From an optimization exercise on the open Yosys and OpenROAD flow, aimed at small area, a short achievable clock period and few clock cycles per item; shortcuts taken in it are not production practice.
RTL that was checked went through simulation tests only; none was proved equivalent to the original.
No functional check of the RTL was part of run 7.
Power and IR drop assume default switching activity.

==> flow/design.v (outline; a module is shown in full before it is edited, if it fits) <==
// module mul_tree: 2525 lines
// module mac_pipeline: 80 lines
// module nn_accel: 415 lines
module nn_accel (
    input  logic         clk_i,
    input  logic         rst_i,
    input  logic         cmd_strobe_i,
    input  logic [31:0]  cmd_addr_i,
    output logic         mem_req_strobe_o,
    output logic         mem_req_rw_o,
    output logic [31:0]  mem_req_addr_o,
    output logic [31:0]  mem_req_wdata_o,
    input  logic         mem_rsp_ready_i,
    input  logic [127:0] mem_rsp_line_i,
    output logic         done_o,
    output logic [31:0]  class_o
);
  // ...
==> flow/flow/run.sh <==
#!/bin/bash
set -euo pipefail
export SETUP_SLACK_MARGIN=9
export BUFFER_PORTS_ARGS="-buffer_cell sky130_fd_sc_hd__buf_4"
bash standard.sh > standard_flow.log 2>&1
==> flow/standard.sh <==
#!/bin/bash
# synth_recipe.tcl (not shown) runs the flow's synth.tcl, then flattens the netlist and writes it again
# the make line also repeats each setting of config.mk as NAME=value (left out here)
make -C /OpenROAD-flow-scripts/flow DESIGN_CONFIG=/design/flow/config.mk WORK_HOME=/design/flow/orfs CLKGATE_MAP_FILE= SYNTH_SCRIPT=/design/flow/synth_recipe.tcl "${@:-finish}"
==> flow/config.mk <==
export PLATFORM = sky130hd
export DESIGN_NAME = nn_accel
export DESIGN_NICKNAME = nn_accel
export VERILOG_FILES = /design/flow/design.v
export SDC_FILE = /design/flow/constraint.sdc
export NUM_CORES = 4
export LEC_CHECK = 0
export CAP_MARGIN = 20
export CORE_MARGIN = 2
export CORE_UTILIZATION = 55
export SLEW_MARGIN = 20
==> flow/constraint.sdc <==
create_clock -name core_clock -period 12.0 [get_ports {clk_i}]
set_input_delay 2.4000 -clock core_clock [delete_from_list [all_inputs] [get_ports {clk_i}]]
set_output_delay 2.4000 -clock core_clock [all_outputs]
set_load 0.01 [all_outputs]
==> impl_metrics.yaml, run 1 <==
synthesis:
  postSynthCellCount: 7570
  avgSynthCellArea_um2: 11.8
  synth_top_family_by_area: "compound AO/OA/AOI/OAI gates"
  ys_top_cells_by_area: "edfxtp_1 (41%), fa_1 (8.5%), dfxtp_1 (8.4%)"
setup_path:
  cp_slowest_cell: "fa_2"
  critPathCapture: "c_thi_q[0]"
  crit_chain: "inv_2 -> ha_4 -> fa_2 -> ha_1 -> a211oi_4 -> xnor2_2 -> inv_1 -> ha_4 -> a21oi_4 -> a211oi_2 -> mux2_4 -> a22oi_2 -> o41ai_2 -> a21oi_1 -> a21oi_2 -> a222oi_1"
  critPathLaunchType: "register"
  crit_family: "compound AO/OA/AOI/OAI gates"
floorplan:
  die_area_um2: 166000
  boundaryPins: 263
global_routing:
  grt_use_met1_pct: 49.3
power:
  p_sw_share_pct: 42.7
  fin_total_pwr_mw: 37.9
flow_run:
  cap_viol_max_count: 0
finish:
  diodes: 5
  layout-drive-gt1-share_pct: 32.1
  area_growth_pct: 30.3
  nets: 9243
  clockBufferCount: 234
  largest_register_ffs: 384
  clk_share_pct: 4.97
drt:
  route.met3.wl_mm: 37.3
  wire_per_inst_um: 30.1
  topRoutingLayerUsed: "met5"
min_path:
  worstHoldStart: "u_mac.s1_first"
sta:
  timing.final.crit_period_ns: 4.12
  timing.final.crit_share_pct: 34.3
clock_network:
  cts_buffers: 172
placement:
  dp_slack_ns: 7.03
status:
  status: "complete, no violations"
Testbench counts, summed over its fixed seeds: cycles 91,273, inferences 48.
==> run 2, diff against run 1 <==
==> flow/flow/run.sh (replaced) <==
#!/bin/bash
set -euo pipefail
export SETUP_SLACK_MARGIN=8
export BUFFER_PORTS_ARGS="-buffer_cell sky130_fd_sc_hd__buf_4"
bash standard.sh > standard_flow.log 2>&1
--- a/flow/config.mk
+++ b/flow/config.mk
@@ -9,3 +9,3 @@
 export CORE_MARGIN = 2
-export CORE_UTILIZATION = 55
+export CORE_UTILIZATION = 65
 export SLEW_MARGIN = 20
==> impl_metrics.yaml, run 2 <==
status:
  status: "complete, no violations"
sta:
  setup_viol: 0
  setup_tns_ns: 0
  fin_skew_ns: 0.0886
  final_max_slew_viol_count: 0
  final_hold_viol_count: 0
  holdWs_ns: 0.305
  timing.final.crit_share_pct: 35.0
  timing.final.crit_period_ns: 4.20
  worst_slack_ns: 7.80
  rsz0062_at_grt: "yes"
  worst_slew_pin_slew_ns: 1.22
  fmax_ghz: 0.238
  slew-limit-headroom_pct: 18.2
drt:
  drt_iter0_drc: 8840
  wire_per_inst_um: 28.0
  num_vias: 64700
  via_per_inst: 6.69
  drt_pre_antenna_iters: 11
  drtAntennaViolNets: 0
  drc: 0
  wirelength_mm: 271
synthesis:
  yosys.area.top_type: "edfxtp_1"
  synth.most_common_cell: "edfxtp_1"
  ys_seq_area_share_pct: 49.7
  synth_edf_count: 1231
  synth_area_um2: 89500
  ys_top_cells_by_area: "edfxtp_1 (41%), fa_1 (8.5%), dfxtp_1 (8.4%)"
  postSynthCellCount: 7570
  synth.distinct_cells: 85
  synth_common_cells: "edfxtp_1 (1231), a22oi_1 (728), xnor2_1 (492)"
  yosysWarnings: 5
  async_reset_ff_share_pct: 0
  ys.flop_type: "edfxtp_1"
  netlist.area_leader.share_pct: 41.3
  avgSynthCellArea_um2: 11.8
  ys_ff_latch: 1608
setup_path:
  cp_max_fo: 3
  timing.rr.start: "n_q[0]"
  startpoint: "n_q[0]"
  cp_data_required_time_ns: 12.54
  crit_type: "register to register"
  critical_path.most_common_cell: "fa_2"
  path_buf_inv: 3
  crit_family: "adder cells"
  r2r_cells: 16
  r2r-end: "c_thi_q[1]"
  r2r_slack_ns: 7.80
  crit_path_end_kind: "register"
  arrival_ns: 4.74
  critPathCapture: "c_thi_q[1]"
  cp_slowest_cell: "fa_2"
  crit_chain: "inv_2 -> ha_4 -> fa_2 -> inv_2 -> fa_2 -> fa_2 -> a21o_1 -> a21oi_4 -> buf_4 -> nand3b_1 -> o21ai_1 -> a22oi_2 -> o41ai_2 -> a21oi_1 -> a21oi_2 -> a222oi_1"
  crit_path_max_incr_delay_ns: 0.57
  critPathLaunchType: "register"
  crit_cells: 16
clock_network:
  cts-root-buf: "clkbuf_16"
  clock_path_buffers: 3
  cts_buffers: 166
  htreeDepth: 4
  cts_tree: "built"
  path_clk_slew_ns: 0.06
  cts.sinks: 1608
  cts_hold_buffers: 0
  clk_latency_ns: 0.84
finish:
  num-fill-cells: 9275
  layout-drive-gt1-share_pct: 14.3
  top_register: "slot_q"
  nets: 8592
  area_growth_pct: 13.0
  largest_register_ffs: 384
  final_common_cell: "edfxtp_1"
  most-common-layout-cells: "edfxtp_1 (1231), a22oi_1 (704), xnor2_1 (479)"
global_routing:
  grt_overflow: 0
  antenna_found_initial: 22
  grt_start_max_net_pins: 89
  grt_first_pass_wirelength_mm: 394
  grt_pass1_vias: 63400
  grt.total_usage_pct: 37.5
min_path:
  worstHoldStart: "u_mac.s1_first"
  hold_path_class: "register to register"
floorplan:
  start_util_pct: 65.3
  boundaryPins: 263
  die_area_um2: 141000
  rows: 136
  fp.dieH_um: 375
  core_um2: 137000
  die_w_um: 375
power:
  leakage_nw: 37.2
  powerDensity_nw_per_um2: 323
  vdd_ir_drop_max_mv: 0.667
  fin_total_pwr_mw: 32.7
placement:
  dp_slack_ns: 7.01
  dp_hpwl_mm: 173
  port_buffers: 229
  gp_congestion: 0.922
flow_run:
  cap_viol_max_count: 0
==> run 2: cell counts after synthesis <==
No cell type changed its count.
==> run 2: worst min path at each step <==
stage                          end  cells after the start
floorplan           u_mac.s1_first                      0
global placement     u_mac.s1_k[2]                      0
finish              u_mac.s2_first                      0
global route        u_mac.s2_first                      0
CTS                 u_mac.s2_first                      0
detailed placement  u_mac.s1_first                      0
==> run 2: cells by family after synthesis <==
kind of cell	share of synthesized area, %
adders and majority gates	13.0
buffers and inverters	4.23
muxes	4.28
xor gates and xnor gates	7.95
AOI/OAI and AO/OA	13.8
other	0.00419
and+or+nand+nor	7.03
DFF	49.7
==> run 2: per-stage QoR <==
stage	utilization, %	cell area [um^2]	cells
finish	73.8	101000	9670
global route	73.8	101000	9664
CTS	72.6	99600	9593
detailed placement	67.6	92800	9222
global placement	67.6	92700	9222
floorplan	-	89700	7598
==> run 2: worst register-to-register path, cell delays in order (launching register included) <==
cell	delay [ns]
edfxtp_1	0.44
inv_2	0.09
ha_4	0.17
fa_2	0.57
inv_2	0.05
fa_2	0.49
fa_2	0.40
a21o_1	0.20
a21oi_4	0.19
buf_4	0.14
nand3b_1	0.08
o21ai_1	0.10
a22oi_2	0.11
o41ai_2	0.36
a21oi_1	0.13
a21oi_2	0.24
a222oi_1	0.16
==> run 2: routing by layer <==
metal / track usage (%) / up-vias / wire [um]
met4: 18.9 / 16 / 15300
met2: 58.2 / 3993 / 124000
met3: 8.62 / 869 / 30800
met5: 0 / - / 105
met1: 50.0 / 32000 / 101000
li1: - / 27900 / -
==> run 2: final cells by class <==
type                       instances  area, um^2  share of cell area, %
timing repair buffer             500        4740                   4.68
inverter                         434        1670                   1.65
sequential                      1608       44700                   44.1
tap                             1794        2240                   2.22
antenna                            6        15.0                 0.0148
multi-input combinational       5016       42300                   41.8
clock buffer                     228        4490                   4.44
clock inverter                    84        1040                   1.03
==> run 2: power breakdown <==
part / internal, mW / switching (mW) / total (mW) / leakage (nW)
Clock: 2.91 / 2.26 / 5.17 / 2.67
Combinational: 8.16 / 11.0 / 19.2 / 20.2
Sequential: 7.58 / 0.758 / 8.33 / 14.3
Total: 18.6 / 14.0 / 32.7 / 37.2
==> run 2: timing repair <==
| item | CTS | global route |
|---|---|---|
| gates resized for setup | 169 | 160 |
| endpoints found under the setup margin | 642 | 305 |
| buffers inserted | 50 | 60 |
| hold endpoints to repair | 0 | 0 |
| gates cloned | 9 | 11 |
| pin swaps | 40 | 76 |
==> run 3, diff against run 2 <==
--- a/flow/config.mk
+++ b/flow/config.mk
@@ -9,3 +9,3 @@
 export CORE_MARGIN = 2
-export CORE_UTILIZATION = 65
+export CORE_UTILIZATION = 55
 export SLEW_MARGIN = 20
==> impl_metrics.yaml, run 3 <==
status:
  status: "complete, no violations"
finish:
  final_area_um2: 101000
  largest_register_ffs: 384
  nets: 8573
  area_growth_pct: 13.1
  most-common-layout-cells: "edfxtp_1 (1231), a22oi_1 (720), xnor2_1 (483)"
  top_register: "slot_q"
  num-fill-cells: 13100
  layout-drive-gt1-share_pct: 13.7
  final_common_cell: "edfxtp_1"
  fin_cells: 10000
synthesis:
  avgSynthCellArea_um2: 11.8
  async_reset_ff_share_pct: 0
  yosys.area.top_type: "edfxtp_1"
  ys.flop_type: "edfxtp_1"
  synth.most_common_cell: "edfxtp_1"
  synth_common_cells: "edfxtp_1 (1231), a22oi_1 (728), xnor2_1 (492)"
  synth_area_um2: 89500
  synth_edf_count: 1231
  yosysWarnings: 5
  ys_seq_area_share_pct: 49.7
  postSynthCellCount: 7570
  synth.distinct_cells: 85
  ys_ff_latch: 1608
  netlist.area_leader.share_pct: 41.3
  ys_top_cells_by_area: "edfxtp_1 (41%), fa_1 (8.5%), dfxtp_1 (8.4%)"
clock_network:
  path_clk_slew_ns: 0.06
  clock_path_buffers: 3
  cts_buffers: 171
  clk_latency_ns: 0.85
  cts-root-buf: "clkbuf_16"
  htreeDepth: 4
  cts.sinks: 1608
  cts_tree: "built"
flow_run:
  cap_viol_max_count: 0
min_path:
  worstHoldStart: "e0_k[0]"
  holdPathStages: 0
  hold_path_class: "register to register"
  whs_endpoint: "u_mac.s1_k[0]"
sta:
  rsz0062_at_grt: "yes"
  setup_viol: 0
  fmax_ghz: 0.248
  slew-limit-headroom_pct: 22.3
  timing.final.crit_period_ns: 4.04
  final_max_slew_viol_count: 0
  fin_skew_ns: 0.0505
  setup_tns_ns: 0
  final_hold_viol_count: 0
  worst_slew_pin_slew_ns: 1.17
  timing.final.crit_share_pct: 33.7
placement:
  gp_congestion: 0.897
  dp_hpwl_mm: 180
  dpl.cell_count: 9608
  placed_cell_area_um2: 93300
  port_buffers: 229
floorplan:
  fp.dieH_um: 407
  boundaryPins: 263
  die_area_um2: 166000
  die_w_um: 407
  start_util_pct: 55.2
  rows: 148
  core_um2: 162000
global_routing:
  grt.total_usage_pct: 32.5
  grt_pass1_vias: 62000
  grt_first_pass_wirelength_mm: 403
  grt_overflow: 0
  grt_start_max_net_pins: 78
  antenna_found_initial: 12
setup_path:
  r2r_cells: 15
  timing.rr.start: "n_q[1]"
  crit_type: "register to register"
  arrival_ns: 4.60
  cp_data_required_time_ns: 12.56
  cp_slowest_cell: "fa_2"
  path_buf_inv: 3
  r2r-end: "c_hb_q"
  critPathLaunchType: "register"
  critical_path.most_common_cell: "fa_2"
  crit_path_end_kind: "register"
  crit_chain: "clkinv_4 -> fa_2 -> inv_2 -> fa_2 -> fa_2 -> a21o_1 -> a21oi_4 -> a211oi_2 -> mux2_4 -> a22oi_2 -> buf_4 -> a2111oi_4 -> nor2_1 -> a21oi_2 -> or3_4"
  r2r_slack_ns: 7.96
  cp_max_fo: 5
  crit_path_max_incr_delay_ns: 0.62
  crit_family: "adder cells"
power:
  fin_total_pwr_mw: 32.4
  leakage_nw: 37.0
  vdd_ir_drop_max_mv: 0.667
  powerDensity_nw_per_um2: 320
drt:
  wire_per_inst_um: 27.6
  wirelength_mm: 277
  drc: 0
  via_per_inst: 6.30
  drt_pre_antenna_iters: 9
  drtAntennaViolNets: 0
  num_vias: 63200
  drt_iter0_drc: 7601
[run 3: cell type report]
| type | count | area, um^2 | area share [%] |
|---|---|---|---|
| clock inverters | 81 | 790 | 0.779 |
| multi-input cells | 5016 | 42200 | 41.7 |
| flip-flops and latches | 1608 | 44600 | 44.1 |
| inverters | 434 | 1660 | 1.64 |
| clock buffers | 235 | 4720 | 4.66 |
| diodes | 6 | 15.0 | 0.0148 |
| repair buffers | 476 | 4510 | 4.45 |
| well taps | 2175 | 2720 | 2.69 |
[run 3: cells by family after synthesis]
kind of cell             synth area share [%]
flip-flops                               49.7
other                                 0.00419
buffers and inverters                    4.23
AO/OA/AOI/OAI                            13.8
AND/OR/NAND/NOR                          7.03
adder cells (fa/ha/maj)                  13.0
multiplexers                             4.28
XOR/XNOR                                 7.95
[run 3: where the power goes]
part	switching [mW]	internal, mW
registers	0.759	7.58
logic	10.8	8.09
clock network	2.24	2.94
[run 3: repair_timing]
item,in CTS,in global routing
cloned,13,4
buffers inserted,54,29
endpoints found under the setup margin,643,216
pin swaps,31,54
gates resized for setup,162,151
hold buffers,0,0
[run 3: metrics by stage]
step / util [%] / setup WS [ns] / hold slack [ns]
3_5_place_dp: 57.5 / 6.99 / 0.312
4_1_cts: 61.8 / 7.90 / 0.324
2_1_floorplan: - / 7.88 / 0.310
3_3_place_gp: 57.5 / 7.02 / 0.311
5_1_grt: 62.4 / 7.77 / 0.328
6_report: 62.4 / 7.96 / 0.326
[run 3: how the worst max path moves through the flow]
stage | cells after the start | from | end | slack [ns]
floorplan | 14 | n_q[1] | c_hb_q | 7.88
global placement | 17 | register | credit_q[2] | 7.02
detailed placement | 17 | register | credit_q[2] | 6.99
CTS | 15 | n_q[0] | c_hb_q | 7.90
global route | 15 | b_q[0] | c_hb_q | 7.77
finish | 15 | n_q[1] | c_hb_q | 7.96
[run 3: routing by layer]
layer / wire length (um) / vias to the layer above / track usage, %
met3: 25500 / 653 / 6.43
li1: - / 27900 / -
met5: 34 / - / 0
met2: 126000 / 3199 / 50.4
met1: 112000 / 31500 / 44.8
met4: 13100 / 6 / 13.6
==> run 4, diff against run 3 <==
==> flow/flow/run.sh (replaced) <==
#!/bin/bash
set -euo pipefail
export SETUP_SLACK_MARGIN=8
export BUFFER_PORTS_ARGS="-buffer_cell sky130_fd_sc_hd__buf_4"
export CTS_ARGS="-sink_clustering_enable -repair_clock_nets -dont_use_dummy_load"
bash standard.sh > standard_flow.log 2>&1
==> impl_metrics.yaml, run 4 <==
setup_path:
  r2r_slack_ns: 7.95
  startpoint: "n_q[1]"
  r2r-end: "c_hb_q"
  r2r_cells: 15
  crit_cells: 15
  cp_slowest_cell: "fa_2"
  crit_chain: "clkinv_4 -> fa_2 -> inv_2 -> fa_2 -> fa_2 -> a21o_1 -> a21oi_4 -> a211oi_2 -> mux2_4 -> a22oi_2 -> buf_4 -> a2111oi_4 -> nor2_1 -> a21oi_2 -> or3_4"
  crit_path_max_incr_delay_ns: 0.62
  timing.rr.start: "n_q[1]"
  cp_data_required_time_ns: 12.51
  critPathCapture: "c_hb_q"
  path_buf_inv: 3
  crit_path_end_kind: "register"
  arrival_ns: 4.55
  crit_family: "adder cells"
  critical_path.most_common_cell: "fa_2"
  critPathLaunchType: "register"
  crit_type: "register to register"
  cp_max_fo: 5
global_routing:
  grt.total_usage_pct: 32.4
  grt_pass1_vias: 61600
  grt_overflow: 0
  grt_start_max_net_pins: 78
  grt_first_pass_wirelength_mm: 402
  antenna_found_initial: 15
drt:
  drt_iter0_drc: 7935
  num_vias: 63000
  via_per_inst: 6.37
  wire_per_inst_um: 27.9
  wirelength_mm: 276
  drc: 0
  drtAntennaViolNets: 0
  drt_pre_antenna_iters: 8
clock_network:
  path_clk_slew_ns: 0.06
  cts_tree: "built"
  cts_hold_buffers: 0
  clock_path_buffers: 3
  htreeDepth: 4
  clk_latency_ns: 0.83
  cts.sinks: 1608
  cts-root-buf: "clkbuf_16"
  cts_buffers: 171
sta:
  setup_viol: 0
  fin_skew_ns: 0.0942
  timing.final.crit_period_ns: 4.05
  final_hold_viol_count: 0
  worst_slew_pin_slew_ns: 1.21
  fmax_ghz: 0.247
  timing.final.crit_share_pct: 33.7
  slew-limit-headroom_pct: 19.6
  setup_tns_ns: 0
  rsz0062_at_grt: "yes"
  final_max_slew_viol_count: 0
  holdWs_ns: 0.316
synthesis:
  avgSynthCellArea_um2: 11.8
  synth_edf_count: 1231
  ys_ff_latch: 1608
  yosys.area.top_type: "edfxtp_1"
  ys_top_cells_by_area: "edfxtp_1 (41%), fa_1 (8.5%), dfxtp_1 (8.4%)"
  ys.flop_type: "edfxtp_1"
  synth_common_cells: "edfxtp_1 (1231), a22oi_1 (728), xnor2_1 (492)"
  synth.most_common_cell: "edfxtp_1"
  synth.distinct_cells: 85
  async_reset_ff_share_pct: 0
  postSynthCellCount: 7570
  netlist.area_leader.share_pct: 41.3
  yosysWarnings: 5
  synth_area_um2: 89500
  ys_seq_area_share_pct: 49.7
placement:
  placed_cell_area_um2: 93300
  dp_hpwl_mm: 180
  gp_congestion: 0.897
  port_buffers: 229
floorplan:
  start_util_pct: 55.2
  boundaryPins: 263
  die_w_um: 407
  core_um2: 162000
  rows: 148
  die_area_um2: 166000
  fp.dieH_um: 407
min_path:
  hold_path_class: "register to register"
finish:
  area_growth_pct: 12.0
  largest_register_ffs: 384
  final_area_um2: 100000
  nets: 8584
  most-common-layout-cells: "edfxtp_1 (1231), a22oi_1 (716), xnor2_1 (482)"
  final_common_cell: "edfxtp_1"
  layout-drive-gt1-share_pct: 13.4
  top_register: "slot_q"
flow_run:
  cap_viol_max_count: 0
status:
  status: "complete, no violations"
power:
  vdd_ir_drop_max_mv: 0.679
  powerDensity_nw_per_um2: 316
  leakage_nw: 36.6
[run 4: cells by family after synthesis]
kind of cell    Yosys count  share of synthesized area [%]
compound gates         1805                           13.8
xor+xnor                813                           7.95
fa+ha+maj               702                           13.0
buf+inv                 976                           4.23
flops                  1608                           49.7
mux                     291                           4.28
other cells               1                        0.00419
simple gates           1374                           7.03
[run 4: power by group]
group	switching (mW)	total [mW]	leakage (nW)	internal, mW
logic	10.8	18.8	20.2	8.07
clock network	1.98	4.46	2.11	2.48
registers	0.764	8.34	14.3	7.58
total	13.5	31.6	36.6	18.1
[run 4: area by class of cell]
class / count / area, um^2
multi-input combinational: 5017 / 42300
clock buffer: 171 / 4280
inverter: 434 / 1660
antenna: 6 / 15.0
sequential: 1608 / 44600
tap: 2175 / 2720
timing repair buffer: 486 / 4650
fill: 13100 / 62000
[run 4: metal layers]
layer	vias to the layer above	track usage [%]	share of wire, %
li1	27800	-	-
met5	-	0	0.059
met1	31600	44.9	41
met3	622	6.11	8.9
met4	14	12.9	4.3
met2	3077	50.6	46
[run 4: how the worst min path moves through the flow]
stage | from | endpoint | slack (ns) | cells after the start
floorplan | e0_first | u_mac.s1_first | 0.31 | 0
global placement | e0_k[2] | u_mac.s1_k[2] | 0.31 | 0
detailed placement | e0_k[0] | u_mac.s1_k[0] | 0.31 | 0
CTS | e0_k[0] | u_mac.s1_k[0] | 0.32 | 0
global route | e0_k[0] | u_mac.s1_k[0] | 0.32 | 0
finish | e0_k[0] | u_mac.s1_k[0] | 0.32 | 0
[run 4: through the flow]
step / total power, mW / instances / setup WS (ns) / util (%)
floorplan: 20.8 / 7598 / 7.88 / -
detailed placement: 26.3 / 9608 / 6.99 / 57.5
global route: 34.5 / 9891 / 7.82 / 61.8
global placement: 26.1 / 9608 / 7.02 / 57.5
CTS: 31.6 / 9845 / 7.88 / 61.0
finish: 31.6 / 9897 / 7.95 / 61.8
[run 4: what timing repair did]
action / 4_1_cts / 5_1_grt
buffers inserted: 54 / 39
pin swaps: 31 / 65
endpoints found under the setup margin: 615 / 221
gates cloned: 12 / 6
hold endpoints to repair: 0 / 0
gates resized for setup: 169 / 173
==> run 5, diff against run 4 <==
==> flow/flow/run.sh (replaced) <==
#!/bin/bash
set -euo pipefail
export SETUP_SLACK_MARGIN=7.75
export BUFFER_PORTS_ARGS="-buffer_cell sky130_fd_sc_hd__buf_4"
bash standard.sh > standard_flow.log 2>&1
==> impl_metrics.yaml, run 5 <==
global_routing:
  grt_first_pass_wirelength_mm: 402
  grt_start_max_net_pins: 83
  grt_overflow: 0
  grt_pass1_vias: 62000
  antenna_found_initial: 22
  grt.total_usage_pct: 32.4
finish:
  largest_register_ffs: 384
  multi_input_area_um2: 41900
  seqCellArea_um2: 44600
  nets: 8514
  layout-drive-gt1-share_pct: 12.5
  most-common-layout-cells: "edfxtp_1 (1231), a22oi_1 (727), xnor2_1 (482)"
  area_growth_pct: 11.5
  top_register: "slot_q"
  num-fill-cells: 13100
  final_common_cell: "edfxtp_1"
setup_path:
  cp_data_required_time_ns: 12.67
  crit_path_end_kind: "register"
  r2r_cells: 13
  crit_chain: "a22oi_1 -> xnor2_1 -> ha_1 -> fa_1 -> fa_1 -> inv_1 -> fa_1 -> inv_1 -> ha_1 -> a21o_1 -> a2111oi_0 -> o21a_1 -> o21ai_1"
  startpoint: "e0_x[7]"
  critical_path.most_common_cell: "fa_1"
  cp_slowest_cell: "dfxtp_4"
  r2r_slack_ns: 7.89
  cp_max_fo: 17
  crit_path_max_incr_delay_ns: 0.61
  timing.rr.start: "e0_x[7]"
  r2r-end: "u_mac.s1_c16[0]"
  critPathLaunchType: "register"
  crit_type: "register to register"
  arrival_ns: 4.78
clock_network:
  clock_path_buffers: 3
  cts_buffers: 169
  htreeDepth: 4
  cts.sinks: 1608
  cts-root-buf: "clkbuf_16"
  clk_latency_ns: 0.83
  cts_tree: "built"
  path_clk_slew_ns: 0.06
drt:
  via_per_inst: 6.30
  drt_pre_antenna_iters: 9
  wirelength_mm: 274
  drc: 0
  wire_per_inst_um: 27.5
  num_vias: 62800
  drt_iter0_drc: 7516
  drtAntennaViolNets: 0
placement:
  dp_slack_ns: 6.57
  dp_hpwl_mm: 180
  port_buffers: 229
  gp_congestion: 0.891
synthesis:
  synthXorXnorAreaFrac_pct: 7.95
  synthAdderAreaFrac_pct: 13.0
  synth.distinct_cells: 85
  synth.most_common_cell: "edfxtp_1"
  synth-simple-area-share_pct: 7.03
  synth-compound-area-share_pct: 13.8
  ys_seq_area_share_pct: 49.7
  avgSynthCellArea_um2: 11.8
  yosys.area.top_type: "edfxtp_1"
  netlist.area_leader.share_pct: 41.3
  synth_edf_count: 1231
  synth_area_um2: 89500
  postSynthCellCount: 7570
  ys_ff_latch: 1608
  synth_common_cells: "edfxtp_1 (1231), a22oi_1 (728), xnor2_1 (492)"
  yosysWarnings: 5
  async_reset_ff_share_pct: 0
  synthMuxAreaShare_pct: 4.28
  ys_top_cells_by_area: "edfxtp_1 (41%), fa_1 (8.5%), dfxtp_1 (8.4%)"
  synth_top_family_by_area: "compound AO/OA/AOI/OAI gates"
  ys.flop_type: "edfxtp_1"
floorplan:
  die_area_um2: 166000
  boundaryPins: 263
  fp.dieH_um: 407
  rows: 148
  start_util_pct: 55.2
  core_um2: 162000
  die_w_um: 407
sta:
  fmax_ghz: 0.243
  slew-limit-headroom_pct: 21.7
  worst_slew_pin_slew_ns: 1.17
  setup_tns_ns: 0
  setup_viol: 0
  timing.final.crit_period_ns: 4.11
  timing.final.crit_share_pct: 34.3
  final_max_slew_viol_count: 0
  worst_slack_ns: 7.89
  fin_skew_ns: 0.0506
  rsz0062_at_grt: "yes"
  final_hold_viol_count: 0
status:
  status: "complete, no violations"
power:
  powerDensity_nw_per_um2: 318
  fin_total_pwr_mw: 31.7
  leakage_nw: 36.5
  vdd_ir_drop_max_mv: 0.687
min_path:
  worstHoldStart: "e0_k[1]"
  holdPathStages: 0
  hold_path_class: "register to register"
  whs_endpoint: "u_mac.s1_k[1]"
flow_run:
  cap_viol_max_count: 0
## run 5: changes by cell type in the layout (fill, tap and decap cells not counted), moves of 7 or more
cell	delta
dfxtp_1	+13
clkinv_1	+31
dfxtp_4	-11
clkbuf_1	+43
a22oi_2	-11
a22oi_1	+11
bufbuf_16	-10
bufinv_16	+13
buf_6	-21
clkbuf_8	+9
clkinv_2	+29
buf_12	-16
buf_4	-7
## run 5: critical path: cells and delay by family (launching register included)
kind	cells	cell delay (ns)
adder cells (fa/ha/maj)	5	2.04
flip-flops	1	0.61
AO/OA/AOI/OAI	5	1.04
buffers and inverters	2	0.09
XOR/XNOR	1	0.16
## run 5: cells by family after synthesis
family,count (synthesis)
DFF,1608
muxes,291
adders and majority gates,702
AOI/OAI and AO/OA,1805
other,1
buffers and inverters,976
and+or+nand+nor,1374
xor gates and xnor gates,813
## run 5: power by group
| part | internal (mW) | total, mW | switching, mW |
|---|---|---|---|
| clock | 2.99 | 5.24 | 2.26 |
| sequential | 7.57 | 8.31 | 0.737 |
| combinational | 7.64 | 18.2 | 10.5 |
## run 5: area by class of cell
cell class	instances	area share [%]
Timing Repair Buffer	419	3.44
Antenna cell	1	0.00251
Sequential cell	1608	44.6
Multi-Input combinational cell	5016	42.0
Inverter	434	1.65
Tap cell	2175	2.73
Clock buffer	224	4.58
Clock inverter	93	0.970
## run 5: metrics by stage
step	cell area (um^2)	hold slack [ns]	util (%)	instances
3_3_place_gp	93300	0.310	57.5	9611
6_report	99900	0.324	61.6	9970
2_1_floorplan	89700	0.310	-	7598
5_1_grt	99900	0.333	61.6	9969
4_1_cts	99300	0.324	61.2	9944
3_5_place_dp	93300	0.313	57.5	9612
## run 5: metal layers
metal / wire, um / GRT usage [%] / up-vias
met5: 136 / 0 / -
met4: 12000 / 13.0 / 20
met3: 24500 / 6.31 / 613
met2: 126000 / 51.1 / 3042
met1: 111000 / 44.4 / 31400
li1: - / - / 27700
## run 5: how the worst max path moves through the flow
stage | end
after floorplan | credit_q[2]
after global placement | addr_q[6]
after detailed placement | addr_q[7]
after CTS | u_mac.s2_p[30]
after global routing | c_thi_q[0]
final | u_mac.s1_c16[0]
## run 5: what timing repair did
action,CTS,global route
gates resized for setup,76,81
endpoints found under the setup margin,463,139
hold buffers,0,0
setup buffers,14,22
hold endpoints to repair,0,0
pin swaps,10,30
gates cloned,1,3
==> module nn_accel, before the edit <==
module nn_accel (
    input  logic         clk_i,
    input  logic         rst_i,
    input  logic         cmd_strobe_i,
    input  logic [31:0]  cmd_addr_i,
    output logic         mem_req_strobe_o,
    output logic         mem_req_rw_o,
    output logic [31:0]  mem_req_addr_o,
    output logic [31:0]  mem_req_wdata_o,
    input  logic         mem_rsp_ready_i,
    input  logic [127:0] mem_rsp_line_i,
    output logic         done_o,
    output logic [31:0]  class_o
);
    localparam int K  = 8;
    localparam int KW = 3;
    localparam int FD = 3;         
    localparam int FW = 2;
    localparam logic [1:0] RK_LINE = 2'd0;
    localparam logic [1:0] RK_SIZ  = 2'd2;
    localparam logic [1:0] RK_WR   = 2'd3;
    localparam int MW = 1 + 1 + KW + 3 + 2 + 2 + 1 + 1;
    typedef enum logic [2:0] {
        F_IDLE, F_HDR, F_DESC, F_LINIT, F_GINIT, F_STEP, F_LWAIT, F_FIN
    } fstate_e;
    logic          strobe_q;
    logic          rw_q;
    logic [29:0]   addr_q;
    logic [31:0]   wdata_q;
    logic          pend_q;        
    logic [FD-1:0] arm_slot_q;    
    logic          arm_hdr_q;     
    logic          arm_siz_q;     
    logic          arm_last_q;    
    logic          pr_v;          
    logic [1:0]    pr_kind;
    logic          pr_last;
    logic [FD-1:0] pr_sl;         
    logic [FW:0]   credit_q;      
    logic [FW-1:0] rp_q;          
    logic          done_q;
    logic          idle_q;
    logic          accept;
    logic          issue;
    logic          pop;
    assign mem_req_strobe_o = strobe_q;
    assign mem_req_rw_o     = rw_q;
    assign mem_req_addr_o   = {addr_q, 2'b00};
    assign mem_req_wdata_o  = wdata_q;
    assign done_o           = done_q;
    assign accept = cmd_strobe_i && idle_q;
    assign issue  = pr_v && (!pend_q || mem_rsp_ready_i);
    fstate_e       fs_q;
    logic [6:0]    sz_q [4];
    logic [2:0]    nl_q;           
    logic [1:0]    l_q;            
    logic [6:0]    n_q;            
    logic [6:0]    m_q;            
    logic [6:0]    j0_q;           
    logic [3:0]    g_q;            
    logic [29:0]   p_q;            
    logic [29:0]   r0_q;           
    logic [29:0]   arow0_q;        
    logic [29:0]   a_q;            
    logic [27:0]   il_q;           
    logic signed [7:0] b_q;        
    logic          wpar_q;         
    logic          fst_q;          
    logic [KW-1:0] k_q;
    logic          item_in_q;      
    logic          fgp_q;          
    logic [1:0]    gtok_q;         
    logic [3:0]    gsz_q [2];      
    logic [1:0]    gval_q;         
    logic          last_layer;
    assign last_layer = ({1'b0, l_q} == nl_q - 3'd1);
    logic          wact_q;
    logic [KW-1:0] wk_q;           
    logic [3:0]    wg_q;
    logic [29:0]   wa_q;           
    logic [6:0]    wj_q;           
    logic          wprio_q;        
    logic [127:0]  slot_q  [FD];
    logic [MW-1:0] smeta_q [FD];
    logic [FD-1:0] sv_q;
    logic [FW-1:0] hp_q;
    logic [31:0]   win_q [8];
    logic          started_q;
    logic [1:0]    t_q;
    logic          cgp_q;          
    logic [3:0]    rows_done_q;
    logic          e0_v, e0_first, e0_last;
    logic [KW-1:0] e0_k;
    logic [31:0]   e0_x;
    logic [15:0]   e0_bone, e0_btwo, e0_bneg;
    logic [31:0]   op_w;
    logic [32:0]   op_we;
    logic [31:0]   acc_val;
    logic          row_done;
    logic          complete;
    logic [30:0]   best_q;
    logic [5:0]    bidx_q;
    logic          am_v_q;
    logic [5:0]    am_j_q;
    assign class_o = {26'd0, bidx_q};
    logic          f_req;          
    logic          f_adv;          
    logic          f_prep;         
    logic          w_go;           
    logic          w_lastg;        
    logic          step_end;
    logic          ginit_go;
    logic [6:0]    rem_c;
    logic [3:0]    gnew_c;
    logic [MW-1:0] meta_c;
    logic          c_ok_q, c_hf_q, c_hb_q, c_inok_q, c_lstep_q;
    logic [1:0]    c_tlo_q, c_thi_q;
    logic [2:0]    c_base_q;
    logic          c_upd_g, c_upd_s, c_upd_r;
    function automatic logic [13:0] cand_eval(input logic signed [7:0] b, input logic [1:0] d,
                                              input logic [6:0] n, input logic wpar);
        logic signed [8:0] s, ns;
        logic ok, hf, hb, inok, lstep;
        logic [1:0] tlo, thi;
        s     = 9'(b) - 9'(d);
        ns    = $signed({2'b00, n}) - s;
        ok    = (s >= -9'sd3) && (ns >= 9'sd0);
        hf    = (s <= 9'sd0);
        hb    = (ns <= 9'sd3);
        tlo   = hf ? 2'(-s) : 2'd0;
        thi   = hb ? ns[1:0] : 2'd3;
        inok  = b < $signed({1'b0, n});
        lstep = b + 8'sd1 > $signed({1'b0, n});
        cand_eval = {ok, hf, hb, tlo, thi, 3'({wpar, 2'b00} - {1'b0, d}), inok, lstep};
    endfunction
    logic [13:0] ce_g, ce_s, ce_r;
    assign ce_g = cand_eval(-$signed({6'd0, p_q[1:0]}), r0_q[1:0] - p_q[1:0], n_q, 1'b0);
    assign ce_s = cand_eval(b_q + 8'sd4, arow0_q[1:0], n_q, !wpar_q);
    assign ce_r = cand_eval(b_q, a_q[1:0] + n_q[1:0] + 2'd1, n_q, wpar_q);
    assign c_upd_g = ginit_go;
    assign c_upd_s = f_adv && !item_in_q && step_end;
    assign c_upd_r = f_adv && !item_in_q && !step_end;
    always_ff @(posedge clk_i) begin
        if (c_upd_g || c_upd_s || c_upd_r) begin
            {c_ok_q, c_hf_q, c_hb_q, c_tlo_q, c_thi_q, c_base_q, c_inok_q, c_lstep_q} <=
                c_upd_g ? ce_g : (c_upd_s ? ce_s : ce_r);
        end
    end
    assign rem_c    = m_q - j0_q;
    assign gnew_c   = (rem_c > 7'(K)) ? 4'(K) : rem_c[3:0];
    assign f_req    = item_in_q ? c_inok_q : c_ok_q;
    assign w_go     = !pr_v && wact_q && (wprio_q || !f_req || (credit_q == '0 && !pop) || fs_q != F_STEP);
    assign w_lastg  = ({1'b0, wk_q} == wg_q - 4'd1);
    assign f_prep   = (fs_q == F_STEP) && f_req && !pr_v && !w_go && (credit_q != '0 || pop);
    assign f_adv    = (fs_q == F_STEP) && (!f_req || f_prep);
    assign step_end = !item_in_q && ({1'b0, k_q} == g_q - 4'd1);
    assign ginit_go = (fs_q == F_GINIT) && gtok_q != 2'd2;
    assign meta_c   = item_in_q ? {fgp_q, 1'b0, KW'(0), wpar_q, 2'b00, 2'd0, 2'd0, 1'b0, 1'b0}
                                : {fgp_q, 1'b1, k_q, c_base_q, c_tlo_q, c_thi_q, c_hf_q, c_hb_q};
    always_ff @(posedge clk_i) begin
        if (rst_i) begin
            strobe_q   <= 1'b0;
            pend_q     <= 1'b0;
            arm_slot_q <= '0;
            arm_hdr_q  <= 1'b0;
            arm_siz_q  <= 1'b0;
            arm_last_q <= 1'b0;
            pr_v       <= 1'b0;
            done_q     <= 1'b0;
            idle_q     <= 1'b1;
            fs_q       <= F_IDLE;
            wact_q     <= 1'b0;
            am_v_q     <= 1'b0;
            gtok_q     <= 2'd0;
            fgp_q      <= 1'b0;
            wprio_q    <= 1'b0;
        end else begin
            strobe_q <= issue || accept;
            done_q   <= mem_rsp_ready_i && arm_last_q;
            if (issue || accept) begin
                pend_q     <= 1'b1;
                arm_slot_q <= '0;
                arm_hdr_q  <= accept;
                arm_siz_q  <= issue && pr_kind == RK_SIZ;
                arm_last_q <= issue && pr_kind == RK_WR && pr_last;
                arm_slot_q <= issue ? pr_sl : '0;
            end else if (mem_rsp_ready_i) begin
                pend_q     <= 1'b0;
                arm_slot_q <= '0;
                arm_hdr_q  <= 1'b0;
                arm_siz_q  <= 1'b0;
                arm_last_q <= 1'b0;
            end
            if (issue) pr_v <= 1'b0;
            if ((fs_q == F_HDR) || w_go || f_prep) pr_v <= 1'b1;
            if (accept) begin
                idle_q <= 1'b0;
                fs_q   <= F_HDR;
            end
            if (mem_rsp_ready_i && arm_last_q) begin
                idle_q <= 1'b1;
                fs_q   <= F_IDLE;
            end
            if (complete) wact_q <= 1'b1;
            if (w_go && w_lastg) wact_q <= 1'b0;
            if (w_go) wprio_q <= 1'b0;
            if (f_prep) wprio_q <= 1'b1;
            am_v_q <= w_go && last_layer;
            gtok_q <= gtok_q + 2'(ginit_go) - 2'(w_go && w_lastg);
            case (fs_q)
                F_HDR:   fs_q <= F_DESC;
                F_DESC:  if (!pr_v && !pend_q) fs_q <= F_LINIT;     
                F_LINIT: fs_q <= F_GINIT;
                F_GINIT: if (ginit_go) fs_q <= F_STEP;
                F_STEP: if (f_adv && step_end && c_lstep_q) begin
                    fgp_q <= !fgp_q;                               
                    fs_q  <= (j0_q + 7'(g_q) == m_q) ? F_LWAIT : F_GINIT;
                end
                F_LWAIT: if (gtok_q == 2'd0) fs_q <= last_layer ? F_FIN : F_LINIT;
                default: ;
            endcase
        end
    end
    always_ff @(posedge clk_i) begin
        if (accept) begin
            addr_q <= {cmd_addr_i[31:4], 2'b00};
            rw_q   <= 1'b0;
        end
        if (fs_q == F_HDR) begin                           
            addr_q  <= addr_q + 30'd4;
            pr_kind <= RK_SIZ;
            pr_last <= 1'b0;
        end
        if (w_go || fs_q == F_HDR) pr_sl <= '0;
        if (w_go) begin
            addr_q  <= wa_q;
            wdata_q <= acc_val;
            rw_q    <= 1'b1;
            pr_kind <= RK_WR;
            pr_last <= last_layer && (wj_q == m_q - 7'd1);
            wa_q    <= wa_q + 30'd1;
            wj_q    <= wj_q + 7'd1;
            wk_q    <= wk_q + 1'b1;
            am_j_q  <= wj_q[5:0];
        end
        if (complete) begin
            wk_q <= '0;
            wg_q <= gsz_q[cgp_q];
        end
        if (f_prep) begin
            addr_q  <= item_in_q ? {il_q, 2'b00} : {a_q[29:2], 2'b00};
            rw_q    <= 1'b0;
            pr_kind <= RK_LINE;
            pr_last <= 1'b0;
            for (int i = 0; i < FD; i++) pr_sl[i] <= (rp_q == FW'(i));
            smeta_q[rp_q] <= meta_c;
        end
        if (am_v_q) begin
            if (am_j_q == 6'd0 || wdata_q[30:0] > best_q) begin
                best_q <= wdata_q[30:0];
                bidx_q <= am_j_q;
            end
        end
        if (arm_hdr_q) begin
            p_q  <= mem_rsp_line_i[31:2];
            r0_q <= mem_rsp_line_i[63:34];
            nl_q <= mem_rsp_line_i[66:64];
        end
        if (arm_siz_q) begin
            for (int i = 0; i < 4; i++) sz_q[i] <= mem_rsp_line_i[32*i +: 7];
        end
        case (fs_q)
            F_DESC: l_q <= 2'd1;
            F_LINIT: begin
                n_q  <= sz_q[l_q - 2'd1];
                m_q  <= sz_q[l_q];
                j0_q <= 7'd0;
            end
            F_GINIT: if (ginit_go) begin
                if (j0_q == 7'd0) begin
                    wa_q <= p_q + 30'(n_q);
                    wj_q <= 7'd0;
                end
                g_q          <= gnew_c;
                gsz_q[fgp_q] <= gnew_c;
                b_q          <= -$signed({6'd0, p_q[1:0]});
                wpar_q       <= 1'b0;
                fst_q        <= 1'b1;
                il_q         <= p_q[29:2];
                arow0_q      <= r0_q - 30'(p_q[1:0]);
                a_q          <= r0_q - 30'(p_q[1:0]);
                k_q          <= '0;
                item_in_q    <= 1'b1;
            end
            F_STEP: if (f_adv) begin
                if (item_in_q) begin
                    item_in_q <= 1'b0;
                end else begin
                    if (fst_q) r0_q <= r0_q + 30'(n_q) + 30'd1;
                    if (step_end) begin
                        b_q       <= b_q + 8'sd4;
                        wpar_q    <= !wpar_q;
                        fst_q     <= 1'b0;
                        il_q      <= il_q + 28'd1;
                        arow0_q   <= arow0_q + 30'd4;
                        a_q       <= arow0_q + 30'd4;
                        k_q       <= '0;
                        item_in_q <= 1'b1;
                        if (c_lstep_q) j0_q <= j0_q + 7'(g_q);
                    end else begin
                        k_q <= k_q + 1'b1;
                        a_q <= a_q + 30'(n_q) + 30'd1;
                    end
                end
            end
            F_LWAIT: if (gtok_q == 2'd0 && !last_layer) begin
                p_q <= p_q + 30'(n_q);
                l_q <= l_q + 2'd1;
            end
            default: ;
        endcase
    end
    logic [127:0]    hline;
    logic [MW-1:0]   hmeta;
    logic            htag, htype;
    logic [KW-1:0]   hk;
    logic [2:0]      hbase;
    logic [1:0]      htlo, hthi;
    logic            hhf, hhb;
    logic [1:0]      tcur;
    logic            hok;
    logic            op_v;
    assign hline = slot_q[hp_q];
    assign hmeta = smeta_q[hp_q];
    assign {htag, htype, hk, hbase, htlo, hthi, hhf, hhb} = hmeta;
    assign tcur  = started_q ? t_q : htlo;
    assign hok   = sv_q[hp_q] && (!htype || (htag == cgp_q && (!wact_q || hk < wk_q)));
    assign op_v  = hok && htype;
    assign pop   = hok && (!htype || tcur == hthi);
    assign complete = gval_q[cgp_q] && rows_done_q == gsz_q[cgp_q] && !wact_q;
    always_ff @(posedge clk_i) begin
        for (int i = 0; i < FD; i++) begin
            if (arm_slot_q[i]) slot_q[i] <= mem_rsp_line_i;    
        end
        if (sv_q[hp_q] && !htype) begin
            for (int j = 0; j < 4; j++) win_q[{hbase[2], 2'(j)}] <= hline[32*j +: 32];
        end
        if (op_v) t_q <= tcur + 2'd1;
    end
    always_ff @(posedge clk_i) begin
        if (rst_i) begin
            sv_q        <= '0;
            rp_q        <= '0;
            hp_q        <= '0;
            credit_q    <= (FW+1)'(FD);
            started_q   <= 1'b0;
            cgp_q       <= 1'b0;
            gval_q      <= 2'b00;
            rows_done_q <= 4'd0;
        end else begin
            for (int i = 0; i < FD; i++) begin
                if (mem_rsp_ready_i && arm_slot_q[i]) sv_q[i] <= 1'b1;
            end
            if (pop) begin
                sv_q[hp_q] <= 1'b0;
                hp_q       <= (hp_q == FW'(FD-1)) ? '0 : hp_q + 1'b1;
            end
            if (f_prep && !item_in_q || f_prep && item_in_q) begin
                rp_q <= (rp_q == FW'(FD-1)) ? '0 : rp_q + 1'b1;
            end
            credit_q <= credit_q + (FW+1)'(pop) - (FW+1)'(f_prep);
            if (op_v) started_q <= !pop;
            if (ginit_go) gval_q[fgp_q] <= 1'b1;
            if (complete) begin
                gval_q[cgp_q] <= 1'b0;
                cgp_q         <= !cgp_q;
                rows_done_q   <= 4'd0;
            end else if (row_done) begin
                rows_done_q   <= rows_done_q + 4'd1;
            end
        end
    end
    assign op_w  = hline[32*tcur +: 32];
    assign op_we = {op_w, 1'b0};
    always_ff @(posedge clk_i) begin
        if (rst_i) e0_v <= 1'b0;
        else       e0_v <= op_v;
    end
    always_ff @(posedge clk_i) begin
        e0_k     <= hk;
        e0_first <= hhf && !started_q;
        e0_last  <= hhb && tcur == hthi;
        for (int i = 0; i < 16; i++) begin     
            e0_bone[i] <= op_we[2*i+1] ^ op_we[2*i];
            e0_btwo[i] <= (op_we[2*i+2] & ~op_we[2*i+1] & ~op_we[2*i]) | (~op_we[2*i+2] & op_we[2*i+1] & op_we[2*i]);
            e0_bneg[i] <= op_we[2*i+2] & ~(op_we[2*i+1] & op_we[2*i]);
        end
        e0_x     <= (hhb && tcur == hthi) ? 32'h0001_0000 : win_q[hbase + 3'(tcur)];
    end
    mac_pipeline #(.K(K), .KW(KW)) u_mac (
        .clk_i      (clk_i),
        .rst_i      (rst_i),
        .op_valid_i (e0_v),
        .op_first_i (e0_first),
        .op_last_i  (e0_last),
        .op_k_i     (e0_k),
        .op_x_i     (e0_x),
        .op_bone_i  (e0_bone),
        .op_btwo_i  (e0_btwo),
        .op_bneg_i  (e0_bneg),
        .rd_k_i     (wk_q),
        .rd_val_o   (acc_val),
        .row_done_o (row_done)
    );
endmodule
==> run 6, diff against run 5 <==
--- a/flow/design.v
+++ b/flow/design.v
@@ -2672,3 +2672,3 @@
     logic [29:0]   a_q;            
-    logic [27:0]   il_q;           
+    logic [29:0]   il_c;           
     logic signed [7:0] b_q;        
@@ -2684,2 +2684,3 @@
     assign last_layer = ({1'b0, l_q} == nl_q - 3'd1);
+    assign il_c       = p_q + {{22{b_q[7]}}, b_q};
     logic          wact_q;
@@ -2858,3 +2859,3 @@
         if (f_prep) begin
-            addr_q  <= item_in_q ? {il_q, 2'b00} : {a_q[29:2], 2'b00};
+            addr_q  <= item_in_q ? {il_c[29:2], 2'b00} : {a_q[29:2], 2'b00};
             rw_q    <= 1'b0;
@@ -2896,3 +2897,2 @@
                 fst_q        <= 1'b1;
-                il_q         <= p_q[29:2];
                 arow0_q      <= r0_q - 30'(p_q[1:0]);
@@ -2911,3 +2911,2 @@
                         fst_q     <= 1'b0;
-                        il_q      <= il_q + 28'd1;
                         arow0_q   <= arow0_q + 30'd4;
==> flow/flow/run.sh (replaced) <==
#!/bin/bash
set -euo pipefail
export SETUP_SLACK_MARGIN=8
export BUFFER_PORTS_ARGS="-buffer_cell sky130_fd_sc_hd__buf_4"
export CTS_ARGS="-sink_clustering_enable -repair_clock_nets -dont_use_dummy_load"
bash standard.sh > standard_flow.log 2>&1
==> impl_metrics.yaml, run 6 <==
status:
  status: "complete, no violations"
drt:
  wirelength_mm: 279
  via_per_inst: 6.42
  drtAntennaViolNets: 0
  num_vias: 64000
  drc: 0
  drt_pre_antenna_iters: 8
  drt_iter0_drc: 7794
  wire_per_inst_um: 28.0
synthesis:
  avgSynthCellArea_um2: 11.8
  synth_common_cells: "edfxtp_1 (1203), a22oi_1 (726), xnor2_1 (518)"
  async_reset_ff_share_pct: 0
  ys_top_cells_by_area: "edfxtp_1 (40%), fa_1 (8.5%), dfxtp_1 (8.4%)"
  synth_edf_count: 1203
  ys.flop_type: "edfxtp_1"
  ys_seq_area_share_pct: 48.7
  synthMuxAreaShare_pct: 4.25
  synthXorXnorAreaFrac_pct: 7.91
  ys_ff_latch: 1580
  netlist.area_leader.share_pct: 40.3
  yosysWarnings: 5
  synthAdderAreaFrac_pct: 13.4
  synth_area_um2: 89600
  synth_top_family_by_area: "compound AO/OA/AOI/OAI gates"
  synth.distinct_cells: 104
  synth-simple-area-share_pct: 7.46
  yosys.area.top_type: "edfxtp_1"
  postSynthCellCount: 7604
  synth.most_common_cell: "edfxtp_1"
  synth-compound-area-share_pct: 14.0
floorplan:
  start_util_pct: 55.3
  boundaryPins: 263
  die_w_um: 408
  fp.dieH_um: 408
  core_um2: 162000
  die_area_um2: 166000
  rows: 148
setup_path:
  crit_path_end_kind: "register"
  critPathLaunchType: "register"
  cp_max_fo: 3
  critical_path.most_common_cell: "a21o_1"
  cp_data_required_time_ns: 12.52
  cp_slowest_cell: "fa_2"
  arrival_ns: 4.66
  crit_path_max_incr_delay_ns: 0.62
  crit_chain: "inv_4 -> fa_2 -> inv_2 -> fa_2 -> xnor2_2 -> ha_1 -> a21o_1 -> a21o_1 -> a21o_1 -> a21oi_2 -> nor2b_1 -> o21a_1 -> xnor2_2 -> a211oi_4 -> a222oi_1"
  crit_type: "register to register"
placement:
  dp_hpwl_mm: 181
  port_buffers: 229
  gp_congestion: 0.915
global_routing:
  grt_start_max_net_pins: 81
  grt_first_pass_wirelength_mm: 409
  antenna_found_initial: 18
  grt_overflow: 0
  grt.total_usage_pct: 32.9
  grt_pass1_vias: 63200
clock_network:
  cts_tree: "built"
  cts-root-buf: "clkbuf_16"
  cts.sinks: 1580
  htreeDepth: 4
  clk_latency_ns: 0.84
  cts_buffers: 168
  clock_path_buffers: 3
  path_clk_slew_ns: 0.06
finish:
  final_common_cell: "edfxtp_1"
  area_growth_pct: 12.2
  post-route-util_pct: 62.0
  nets: 8688
  num-fill-cells: 13000
  largest_register_ffs: 384
  seqCellArea_um2: 43800
  top_register: "slot_q"
  most-common-layout-cells: "edfxtp_1 (1203), a22oi_1 (711), xnor2_1 (510)"
  multi_input_area_um2: 43200
  layout-drive-gt1-share_pct: 14.1
sta:
  rsz0062_at_grt: "yes"
  timing.final.crit_share_pct: 34.5
  fmax_ghz: 0.242
  setup_tns_ns: 0
  fin_skew_ns: 0.138
  worst_slew_pin_slew_ns: 1.18
  holdWs_ns: 0.324
  slew-limit-headroom_pct: 21.4
  final_hold_viol_count: 0
  timing.final.crit_period_ns: 4.14
  setup_viol: 0
  final_max_slew_viol_count: 0
power:
  p_switching_mw: 10.0
  combPwrFrac_pct: 51.5
  fin_total_pwr_mw: 24.9
  powerDensity_nw_per_um2: 247
  p_int_mw: 14.9
  pwr-share-seq_pct: 30.9
  power_frac_clock_pct: 17.6
  p_sw_share_pct: 40.3
  vdd_ir_drop_max_mv: 0.255
  leakage_nw: 36.9
min_path:
  hold_path_class: "register to register"
flow_run:
  cap_viol_max_count: 0
run 6: kinds of logic after synthesis:
group           count (synthesis)
xor+xnor                      810
simple gates                 1413
fa+ha+maj                     728
other cells                     1
buf+inv                       968
flops                        1580
compound gates               1817
mux                           287
run 6: power by group through the flow:
stage                     logic [mW]  clock network [mW]  registers [mW]
after global routing            14.4                4.64            7.75
after floorplan                 8.67                   0            7.55
after CTS                       12.7                4.44            7.70
final                           12.8                4.37            7.70
after global placement          12.1                   0            7.80
after detailed placement        12.3                   0            7.82
run 6: per-stage QoR:
| step | setup slack [ns] | instances | cell area (um^2) |
|---|---|---|---|
| floorplan | 7.02 | 7632 | 89800 |
| global placement | 7.04 | 9650 | 93300 |
| detailed placement | 6.90 | 9650 | 93300 |
| CTS | 7.92 | 9904 | 99300 |
| global route | 7.72 | 9969 | 101000 |
| finish | 7.86 | 9974 | 101000 |
run 6: final timing paths:
check / cells after the start / slack [ns] / startpoint / endpoint
min reg2reg: 0 / 0.32 / u_mac.s1_last / u_mac.s2_last
max: 15 / 7.86 / n_q[1] / c_thi_q[1]
max reg2reg: 15 / 7.86 / n_q[1] / c_thi_q[1]
min: 0 / 0.32 / u_mac.s1_last / u_mac.s2_last
run 6: area by class of cell:
cell class | instances | share of cell area (%)
antenna | 5 | 0.0124
tap | 2175 | 2.71
inverter | 433 | 1.64
clock buffer | 168 | 4.18
timing repair buffer | 525 | 4.96
multi-input combinational | 5088 | 43.0
sequential | 1580 | 43.6
run 6: repair_timing:
action	CTS	global route
buffers inserted	73	58
hold buffers	0	0
pin swaps	43	48
resized for setup	207	133
cloned	13	6
endpoints found under the setup margin	395	213
run 6: worst max-delay path: cells and delay by family (launching register included):
family | cells | cell delay, ns
flops | 1 | 0.50
buf+inv | 2 | 0.13
fa+ha+maj | 3 | 1.29
xor+xnor | 2 | 0.45
simple gates | 1 | 0.07
compound gates | 7 | 1.44
run 6: metal layers:
layer	vias to the layer above	part of all wire [%]	GRT usage [%]
li1	28100	-	-
met5	-	0.049	0
met4	22	4.7	13.9
met3	681	9.1	6.25
met1	32100	39	44.1
met2	3105	47	52.8
Testbench counts of run 6, summed over its fixed seeds: cycles 91,273, inferences 48.
==> run 7, diff against run 6 <==
--- a/flow/design.v
+++ b/flow/design.v
@@ -2728,4 +2728,4 @@
     logic          c_upd_g, c_upd_s, c_upd_r;
-    function automatic logic [13:0] cand_eval(input logic signed [7:0] b, input logic [1:0] d,
-                                              input logic [6:0] n, input logic wpar);
+    function automatic logic [13:0] cand_eval(input logic signed [7:0] b, input logic signed [8:0] nb,
+                                              input logic [1:0] d, input logic wpar);
         logic signed [8:0] s, ns;
@@ -2734,3 +2734,3 @@
         s     = 9'(b) - 9'(d);
-        ns    = $signed({2'b00, n}) - s;
+        ns    = nb + 9'(d);                  
         ok    = (s >= -9'sd3) && (ns >= 9'sd0);
@@ -2740,10 +2740,13 @@
         thi   = hb ? ns[1:0] : 2'd3;
-        inok  = b < $signed({1'b0, n});
-        lstep = b + 8'sd1 > $signed({1'b0, n});
+        inok  = nb > 9'sd0;                  
+        lstep = nb <= 9'sd0;                 
         cand_eval = {ok, hf, hb, tlo, thi, 3'({wpar, 2'b00} - {1'b0, d}), inok, lstep};
     endfunction
+    logic signed [8:0] nb_q;                 
+    logic signed [8:0] nb_g;
     logic [13:0] ce_g, ce_s, ce_r;
-    assign ce_g = cand_eval(-$signed({6'd0, p_q[1:0]}), r0_q[1:0] - p_q[1:0], n_q, 1'b0);
-    assign ce_s = cand_eval(b_q + 8'sd4, arow0_q[1:0], n_q, !wpar_q);
-    assign ce_r = cand_eval(b_q, a_q[1:0] + n_q[1:0] + 2'd1, n_q, wpar_q);
+    assign nb_g = $signed({2'b00, n_q}) + $signed({7'd0, p_q[1:0]});
+    assign ce_g = cand_eval(-$signed({6'd0, p_q[1:0]}), nb_g, r0_q[1:0] - p_q[1:0], 1'b0);
+    assign ce_s = cand_eval(b_q + 8'sd4, nb_q - 9'sd4, arow0_q[1:0], !wpar_q);
+    assign ce_r = cand_eval(b_q, nb_q, a_q[1:0] + n_q[1:0] + 2'd1, wpar_q);
     assign c_upd_g = ginit_go;
@@ -2895,2 +2898,3 @@
                 b_q          <= -$signed({6'd0, p_q[1:0]});
+                nb_q         <= nb_g;
                 wpar_q       <= 1'b0;
@@ -2909,2 +2913,3 @@
                         b_q       <= b_q + 8'sd4;
+                        nb_q      <= nb_q - 9'sd4;
                         wpar_q    <= !wpar_q;
==> impl_metrics.yaml, run 7 <==
min_path:
  hold_path_class: "register to register"
  worstHoldStart: "u_mac.s1_first"
  whs_endpoint: "u_mac.s2_first"
  holdPathStages: 0
placement:
  dp_hpwl_mm: 176
  gp_congestion: 0.901
  port_buffers: 229
  dpl.cell_count: 9616
clock_network:
  path_clk_slew_ns: 0.05
  htreeDepth: 4
  cts_buffers: 169
  cts_hold_buffers: 0
  cts.sinks: 1589
  clock_path_buffers: 3
  cts_tree: "built"
  clk_latency_ns: 0.83
  cts-root-buf: "clkbuf_16"
synthesis:
  ys_ff_latch: 1589
  synth-compound-area-share_pct: 14.6
  synthXorXnorAreaFrac_pct: 7.78
  synth.most_common_cell: "edfxtp_1"
  synth-simple-area-share_pct: 7.73
  async_reset_ff_share_pct: 0
  ys.flop_type: "edfxtp_1"
  ys_seq_area_share_pct: 49.5
  yosysWarnings: 5
  avgSynthCellArea_um2: 11.7
  synth.distinct_cells: 99
  netlist.area_leader.share_pct: 41.0
  synth_common_cells: "edfxtp_1 (1212), a22oi_1 (710), xnor2_1 (501)"
  synthMuxAreaShare_pct: 3.21
  synthAdderAreaFrac_pct: 12.8
  ys_top_cells_by_area: "edfxtp_1 (41%), fa_1 (8.6%), dfxtp_1 (8.5%)"
  synth_top_family_by_area: "compound AO/OA/AOI/OAI gates"
  synth_edf_count: 1212
  yosys.area.top_type: "edfxtp_1"
  postSynthCellCount: 7600
  synth_area_um2: 88700
sta:
  rsz0062_at_grt: "yes"
  holdWs_ns: 0.315
  final_max_slew_viol_count: 0
  final_hold_viol_count: 0
  setup_viol: 0
  fin_skew_ns: 0.0997
  slew-limit-headroom_pct: 20.0
  fmax_ghz: 0.250
  worst_slew_pin_slew_ns: 1.19
  timing.final.crit_share_pct: 33.3
  setup_tns_ns: 0
  timing.final.crit_period_ns: 4.00
global_routing:
  top_usage_layer: "met2"
  grt_util_met3_pct: 5.99
  grt.total_usage_pct: 32.4
  grt_start_max_net_pins: 129
  grt_overflow: 0
  grt_first_pass_wirelength_mm: 397
  grt_use_met1_pct: 43.7
  antenna_found_initial: 14
  use_met2_pct: 51.3
  grt_pass1_vias: 62000
setup_path:
  cp_max_fo: 14
  r2r_cells: 13
  crit_path_end_kind: "register"
  crit_type: "register to register"
  cp_data_required_time_ns: 12.52
  r2r_slack_ns: 8.00
  arrival_ns: 4.52
  critPathLaunchType: "register"
  r2r-end: "u_mac.acc_q[0][28]"
  timing.rr.start: "u_mac.s2_sel[5]"
drt:
  drt_pre_antenna_iters: 7
  drt_iter0_drc: 7367
  num_vias: 63600
  wirelength_mm: 276
  drc: 0
  wire_per_inst_um: 27.8
  via_per_inst: 6.42
  drtAntennaViolNets: 0
finish:
  fin_cells: 9911
  nets: 8589
  layout-drive-gt1-share_pct: 12.9
  top_register: "slot_q"
  area_growth_pct: 11.9
  most-common-layout-cells: "edfxtp_1 (1212), a22oi_1 (695), xnor2_1 (494)"
  post-route-util_pct: 61.9
  final_common_cell: "edfxtp_1"
  largest_register_ffs: 384
floorplan:
  die_w_um: 406
  rows: 147
  boundaryPins: 263
  fp.dieH_um: 406
  start_util_pct: 55.3
  die_area_um2: 165000
  core_um2: 160000
power:
  leakage_nw: 36.0
  vdd_ir_drop_max_mv: 0.300
  powerDensity_nw_per_um2: 273
  fin_total_pwr_mw: 27.1
status:
  status: "complete, no violations"
flow_run:
  cap_viol_max_count: 0
==> run 7: changes by cell type in the layout (fill, tap and decap cells not counted), sizes merged, moves of 35 or more <==
cell and change:
buf -35, nand2 +82, mux2i -43, a31oi +44, ha -52, mux2 -47
==> run 7: kinds of logic after synthesis <==
family | after synthesis
AOI/OAI and AO/OA | 1872
xor gates and xnor gates | 788
adders and majority gates | 677
buffers and inverters | 989
DFF | 1589
muxes | 197
other | 1
and+or+nand+nor | 1487
==> run 7: critical path: stages, from the launching register on <==
cell	delay, ns
dfxtp_4	0.40
buf_12	0.17
a22oi_1	0.10
a41oi_2	0.31
ha_4	0.26
nor2b_2	0.16
o31a_1	0.30
o41ai_4	0.31
o21ai_4	0.13
a41oi_4	0.32
a21oi_4	0.12
o41ai_4	0.41
or4b_1	0.48
o211ai_1	0.28
==> run 7: per-stage QoR <==
| stage | setup WS, ns | area, um^2 |
|---|---|---|
| final | 8.00 | 99300 |
| after global routing | 7.87 | 99300 |
| after CTS | 7.96 | 97500 |
| after detailed placement | 6.46 | 92400 |
| after global placement | 6.54 | 92400 |
| after floorplan | 8.01 | 88900 |
==> run 7: report_power, final <==
group	internal [mW]	leakage [nW]	total, mW	switching (mW)
logic	6.15	19.8	14.8	8.65
registers	7.25	14.1	7.91	0.654
clock network	2.45	2.08	4.42	1.97
total	15.9	36.0	27.1	11.3
==> run 7: worst max path at each step <==
stage,start,endpoint,depth (start not counted)
6_report,u_mac.s2_sel[5],u_mac.acc_q[0][28],13
5_1_grt,u_mac.s2_sel[5],u_mac.acc_q[3][31],12
4_1_cts,register,addr_q[0],13
3_5_place_dp,register,addr_q[28],13
3_3_place_gp,register,addr_q[27],13
2_1_floorplan,u_mac.s2_sel[4],u_mac.acc_q[0][28],14
==> run 7: final cells by class <==
type | instances | area [um^2]
repair buffers | 495 | 4860
diodes | 4 | 10.0
clock buffers | 169 | 4230
repair inverters | 2 | 17.5
inverters | 436 | 1670
well taps | 2160 | 2700
fillers | 12700 | 61100
flip-flops and latches | 1589 | 44100
multi-input cells | 5056 | 41700
==> run 7: metal layers <==
layer  vias up  part of all wire (%)
met1     31700                    40
met5         -                 0.048
met2      3355                    46
li1      27900                     -
met4        22                   4.7
met3       652                   9.3
==> run 7: timing repair <==
| item | 4_1_cts | 5_1_grt |
|---|---|---|
| gates resized for setup | 144 | 185 |
| hold endpoints to repair | 0 | 0 |
| pin swaps | 11 | 29 |
| cloned | 7 | 23 |
| buffers inserted | 22 | 70 |
| setup endpoints to repair | 682 | 311 |

## port drivers added, routing unchanged
How much do the figures lean on ideal ports? The routed layouts below were timed once more, with nothing changed but the port constraints.
Step 1, drivers: a clkbuf_16 drives clk_i and a buf_2 each remaining input, both assumed.
Step 2, shift: input delay + t, output delay - t, t = (earliest + latest rising clock arrival at the registers) / 2. This alone moves slack from input paths to output paths.
a / b / c = ideal ports / drivers / drivers and shift; a / b = the first two.
| run | t, ns | slack for setup (ns) | hold WS [ns] | worst register clock-pin slew, ns | worst data-port slew with drivers (ns) |
|---|---|---|---|---|---|
| run 1 | 0.921 | 7.879 / 7.879 / 7.879 | 0.327 / 0.327 / 0.327 | 0.08 / 0.08 | 0.27 |
| run 2 | 0.883 | 7.803 / 7.803 / 7.687 | 0.305 / 0.305 / 0.305 | 0.07 / 0.07 | 0.23 |
| run 3 | 0.907 | 7.962 / 7.956 / 7.564 | 0.326 / 0.326 / 0.326 | 0.07 / 0.07 | 0.23 |
| run 4 | 0.864 | 7.951 / 7.951 / 7.563 | 0.316 / 0.316 / 0.316 | 0.06 / 0.06 | 0.25 |
| run 5 | 0.891 | 7.887 / 7.887 / 7.522 | 0.324 / 0.324 / 0.324 | 0.07 / 0.07 | 0.22 |
| run 6 | 0.858 | 7.859 / 7.859 / 7.859 | 0.324 / 0.324 / 0.324 | 0.06 / 0.06 | 0.25 |
| run 7 | 0.871 | 7.999 / 7.981 / 7.514 | 0.315 / 0.315 / 0.315 | 0.06 / 0.06 | 0.19 |
After both steps setup and hold are still met in every run listed. The setup slack of run 7, which loses most, moves by -0.018 ns with the drivers and by -0.485 ns with both steps.
